This is an optimization exercise on Yosys and OpenROAD, whose aim is a short achievable clock period and few clock cycles, not a production implementation.
Where RTL was checked, it was by simulation tests only, not by an equivalence proof against the original.

==> flow/design.v (excerpt) <==
module fill_rect_top #(
    parameter int ADDR_W     = 24,
    parameter int FIFO_DEPTH = 16
) (
    input  logic                clk,
    input  logic                rst_,
    input  logic                cmd_valid,
    input  logic [7:0]          cmd_data,
    output logic                cmd_ready,
    input  logic                cfg_wr,
    input  logic [1:0]          cfg_addr,
    input  logic [31:0]         cfg_wdata,
    output logic [31:0]         cfg_rdata,
    output logic                busy,
    output logic                pix_valid,
    input  logic                pix_ready,
    output logic [ADDR_W-1:0]   pix_addr,
    output fill_rect_pkg::rgb_t pix_rgb
);
    localparam int QW = ADDR_W + 16 + 16 + 3 + 12;
    logic [ADDR_W-1:0]     fb_base;
    fill_rect_pkg::coord_t stride;
    logic [17:0]           stride3;
    fill_rect_pkg::coord_t clip_w;
    fill_rect_pkg::coord_t clip_h;
    logic                  partial_next;
    logic                  accept_last;
    logic                  cmd_push;
    logic [ADDR_W-1:0]     push_addr;
    fill_rect_pkg::coord_t push_w, push_h;
    logic                  push_w1, push_h1, push_empty;
    fill_rect_pkg::rgb_t   push_rgb;
    logic                  q_pop;
  ...
==> module fill_rect_decode_engine, before the edit <==
module fill_rect_decode_engine #(
    parameter int ADDR_W = 24
) (
    input  logic                  clk,
    input  logic                  rst_,
    input  logic                  cmd_valid,
    input  logic [7:0]            cmd_data,
    input  logic                  cmd_ready,
    input  logic [ADDR_W-1:0]     fb_base,
    input  fill_rect_pkg::coord_t stride,
    input  logic [17:0]           stride3,
    input  fill_rect_pkg::coord_t clip_w,
    input  fill_rect_pkg::coord_t clip_h,
    output logic                  partial_next,
    output logic                  accept_last,
    output logic                  cmd_push,
    output logic [ADDR_W-1:0]     push_addr,
    output fill_rect_pkg::coord_t push_w,
    output fill_rect_pkg::coord_t push_h,
    output logic                  push_w1,
    output logic                  push_h1,
    output logic                  push_empty,
    output fill_rect_pkg::rgb_t   push_rgb
);
    logic [3:0]  bidx;
    logic        accept;
    logic [7:0]  xh, xl, yh, yl, wh, wl, hh, hl;
    logic [3:0]  rv, gv, bv;
    logic [15:0] x, y, w, h;
    logic [ADDR_W-1:0] bx_q;
    logic [ADDR_W-1:0] acc_q;
    logic [16:0]       dx_q, dy_q;
    logic [15:0]       visw_q, vish_q;
    logic        m_run;
    logic [7:0]  m_oh;
    logic        m_stall;
    logic [1:0]  m_dig;
    logic [17:0] pp_q;
    assign accept  = cmd_valid && cmd_ready;
    assign accept_last  = accept && (bidx == 4'd10);
    assign partial_next = accept ? (bidx != 4'd10) : (bidx != 4'd0);
    assign x = {xh, xl};
    assign y = {yh, yl};
    assign w = {wh, wl};
    assign h = {hh, hl};
    always_ff @(posedge clk or negedge rst_)
    begin
        if (!rst_)
        begin
            bidx     <= '0;
            cmd_push <= 1'b0;
            m_run    <= 1'b0;
            m_oh     <= '0;
        end
        else
        begin
            cmd_push <= accept_last;
            if (accept)
                bidx <= (bidx == 4'd10) ? 4'd0 : bidx + 4'd1;
            if (accept && bidx == 4'd2)
            begin
                m_run <= 1'b1;
                m_oh  <= 8'd1;
            end
            else if (m_run && !m_stall)
            begin
                m_oh <= {m_oh[6:0], 1'b0};
                if (m_oh[7])
                    m_run <= 1'b0;
            end
        end
    end
    always_ff @(posedge clk)
    begin
        if (accept)
        begin
            case (bidx)
                4'd0:  xh <= cmd_data;
                4'd1:  xl <= cmd_data;
                4'd2:  yh <= cmd_data;
                4'd3:  yl <= cmd_data;
                4'd4:  wh <= cmd_data;
                4'd5:  wl <= cmd_data;
                4'd6:  hh <= cmd_data;
                4'd7:  hl <= cmd_data;
                4'd8:  rv <= cmd_data[3:0];
                4'd9:  gv <= cmd_data[3:0];
                default: bv <= cmd_data[3:0];
            endcase
        end
    end
    function automatic logic [17:0] stride_mul(input logic [1:0] d,
                                               input fill_rect_pkg::coord_t s,
                                               input logic [17:0] s3);
        case (d)
            2'd0: stride_mul = '0;
            2'd1: stride_mul = {2'b0, s};
            2'd2: stride_mul = {1'b0, s, 1'b0};
            default: stride_mul = s3;
        endcase
    endfunction
    assign m_stall = m_oh[3] && (bidx == 4'd3);
    assign m_dig   = ({2{m_oh[0]}} & yh[5:4]) | ({2{m_oh[1]}} & yh[3:2]) |
                     ({2{m_oh[2]}} & yh[1:0]) | ({2{m_oh[3]}} & yl[7:6]) |
                     ({2{m_oh[4]}} & yl[5:4]) | ({2{m_oh[5]}} & yl[3:2]) |
                     ({2{m_oh[6]}} & yl[1:0]);
    always_ff @(posedge clk)
    begin
        if (accept && bidx == 4'd2)
        begin
            acc_q <= '0;
            pp_q  <= stride_mul(cmd_data[7:6], stride, stride3);
        end
        else if (m_run && !m_stall)
        begin
            acc_q <= {acc_q[ADDR_W-3:0], 2'b00} + ADDR_W'(pp_q);
            pp_q  <= stride_mul(m_dig, stride, stride3);
        end
    end
    always_ff @(posedge clk)
    begin
        bx_q   <= fb_base + ADDR_W'(x);
        dx_q   <= {1'b0, clip_w} - {1'b0, x};
        dy_q   <= {1'b0, clip_h} - {1'b0, y};
        if (dx_q[16] || dx_q[15:0] == 16'd0)
            visw_q <= '0;
        else
            visw_q <= (w < dx_q[15:0]) ? w : dx_q[15:0];
        if (dy_q[16] || dy_q[15:0] == 16'd0)
            vish_q <= '0;
        else
            vish_q <= (h < dy_q[15:0]) ? h : dy_q[15:0];
    end
    assign push_addr  = acc_q + bx_q;
    assign push_w     = visw_q;
    assign push_h     = vish_q;
    assign push_w1    = (visw_q == 16'd1);
    assign push_h1    = (vish_q == 16'd1);
    assign push_empty = (visw_q == 16'd0) || (vish_q == 16'd0);
    assign push_rgb   = {rv, gv, bv};
endmodule
Settings: LEC_CHECK=0, ABC_CLOCK_PERIOD_IN_PS=3000, CAP_MARGIN=20, CORE_MARGIN=2, CORE_UTILIZATION=40, SETUP_SLACK_MARGIN=3.2, SLEW_MARGIN=20; clock period 6.5 ns.
run.sh (not shown) runs the stock make flow with config.mk's settings and CLKGATE_MAP_FILE= SYNTH_SCRIPT=/design/flow/synth_recipe.tcl, a recipe that flattens the netlist after the stock synthesis.
Testbench counts at the start, summed over its fixed seeds: cycles 154,316.
Change:
--- a/flow/design.v
+++ b/flow/design.v
@@ -105,14 +105,14 @@
     logic [ADDR_W-1:0] bx_q;
     logic [ADDR_W-1:0] acc_q;
     logic [16:0]       dx_q, dy_q;
     logic [15:0]       visw_q, vish_q;
     logic        m_run;
-    logic [7:0]  m_oh;
+    logic [2:0]  m_step;
     logic        m_stall;
     logic [1:0]  m_dig;
-    logic [17:0] pp_q;
+    logic [17:0] m_pp;
     assign accept  = cmd_valid && cmd_ready;
     assign accept_last  = accept && (bidx == 4'd10);
     assign partial_next = accept ? (bidx != 4'd10) : (bidx != 4'd0);
     assign x = {xh, xl};
     assign y = {yh, yl};
@@ -123,26 +123,26 @@
         if (!rst_)
         begin
             bidx     <= '0;
             cmd_push <= 1'b0;
             m_run    <= 1'b0;
-            m_oh     <= '0;
+            m_step   <= '0;
         end
         else
         begin
             cmd_push <= accept_last;
             if (accept)
                 bidx <= (bidx == 4'd10) ? 4'd0 : bidx + 4'd1;
             if (accept && bidx == 4'd2)
             begin
-                m_run <= 1'b1;
-                m_oh  <= 8'd1;
+                m_run  <= 1'b1;
+                m_step <= '0;
             end
             else if (m_run && !m_stall)
             begin
-                m_oh <= {m_oh[6:0], 1'b0};
-                if (m_oh[7])
+                m_step <= m_step + 3'd1;
+                if (m_step == 3'd7)
                     m_run <= 1'b0;
             end
         end
     end
     always_ff @(posedge clk)
@@ -162,37 +162,36 @@
                 4'd9:  gv <= cmd_data[3:0];
                 default: bv <= cmd_data[3:0];
             endcase
         end
     end
-    function automatic logic [17:0] stride_mul(input logic [1:0] d,
-                                               input fill_rect_pkg::coord_t s,
-                                               input logic [17:0] s3);
-        case (d)
-            2'd0: stride_mul = '0;
-            2'd1: stride_mul = {2'b0, s};
-            2'd2: stride_mul = {1'b0, s, 1'b0};
-            default: stride_mul = s3;
+    assign m_stall = m_step[2] && (bidx == 4'd3);
+    always_comb
+    begin
+        case (m_step)
+            3'd0: m_dig = yh[7:6];
+            3'd1: m_dig = yh[5:4];
+            3'd2: m_dig = yh[3:2];
+            3'd3: m_dig = yh[1:0];
+            3'd4: m_dig = yl[7:6];
+            3'd5: m_dig = yl[5:4];
+            3'd6: m_dig = yl[3:2];
+            default: m_dig = yl[1:0];
+        endcase
+        case (m_dig)
+            2'd0: m_pp = '0;
+            2'd1: m_pp = {2'b0, stride};
+            2'd2: m_pp = {1'b0, stride, 1'b0};
+            default: m_pp = stride3;
         endcase
-    endfunction
-    assign m_stall = m_oh[3] && (bidx == 4'd3);
-    assign m_dig   = ({2{m_oh[0]}} & yh[5:4]) | ({2{m_oh[1]}} & yh[3:2]) |
-                     ({2{m_oh[2]}} & yh[1:0]) | ({2{m_oh[3]}} & yl[7:6]) |
-                     ({2{m_oh[4]}} & yl[5:4]) | ({2{m_oh[5]}} & yl[3:2]) |
-                     ({2{m_oh[6]}} & yl[1:0]);
+    end
     always_ff @(posedge clk)
     begin
         if (accept && bidx == 4'd2)
-        begin
             acc_q <= '0;
-            pp_q  <= stride_mul(cmd_data[7:6], stride, stride3);
-        end
         else if (m_run && !m_stall)
-        begin
-            acc_q <= {acc_q[ADDR_W-3:0], 2'b00} + ADDR_W'(pp_q);
-            pp_q  <= stride_mul(m_dig, stride, stride3);
-        end
+            acc_q <= {acc_q[ADDR_W-3:0], 2'b00} + ADDR_W'(m_pp);
     end
     always_ff @(posedge clk)
     begin
         bx_q   <= fb_base + ADDR_W'(x);
         dx_q   <= {1'b0, clip_w} - {1'b0, x};
Outcome:
- cell area is lower by 1.4%
- wire length is lower by 2.2%
- die area is lower by 4.2%
- non-clock buffer count is higher by 35
- flip-flop and latch count is lower by 23
- sequential share of layout area is lower by 0.94 points
- hold slack got worse by 4.2 ps
Function not checked in the second run of this note: the RTL went through the layout flow alone.

[port drivers added, routing unchanged]
No port has a modelled driver above. Below, the same layouts with a new extraction and two added sets of constraints. Step 1 assumes that a clkbuf_16 drives the clock port and a buf_2 every other input. Step 2 times the ports against the registers' clock, not the clock port: input delays grow and output delays shrink by t, the midpoint of the rising clock arrivals with the driver on. Slacks: ideal ports / drivers / drivers and shift; pairs: ideal ports / drivers.
run	shift t [ns]	setup WS [ns]	hold slack, ns	worst data-port slew with drivers (ns)	pins driven straight from the clock port
the first run	0.689	3.056 / 2.641 / 2.641	0.420 / 0.420 / 0.420	0.55	1
the second run	0.690	2.307 / 2.307 / 2.307	0.416 / 0.416 / 0.416	0.29	1
After both steps every run listed still meets setup and hold. The setup slack of the first run, which loses most, moves by -0.415 ns with the drivers and by -0.415 ns with both steps.
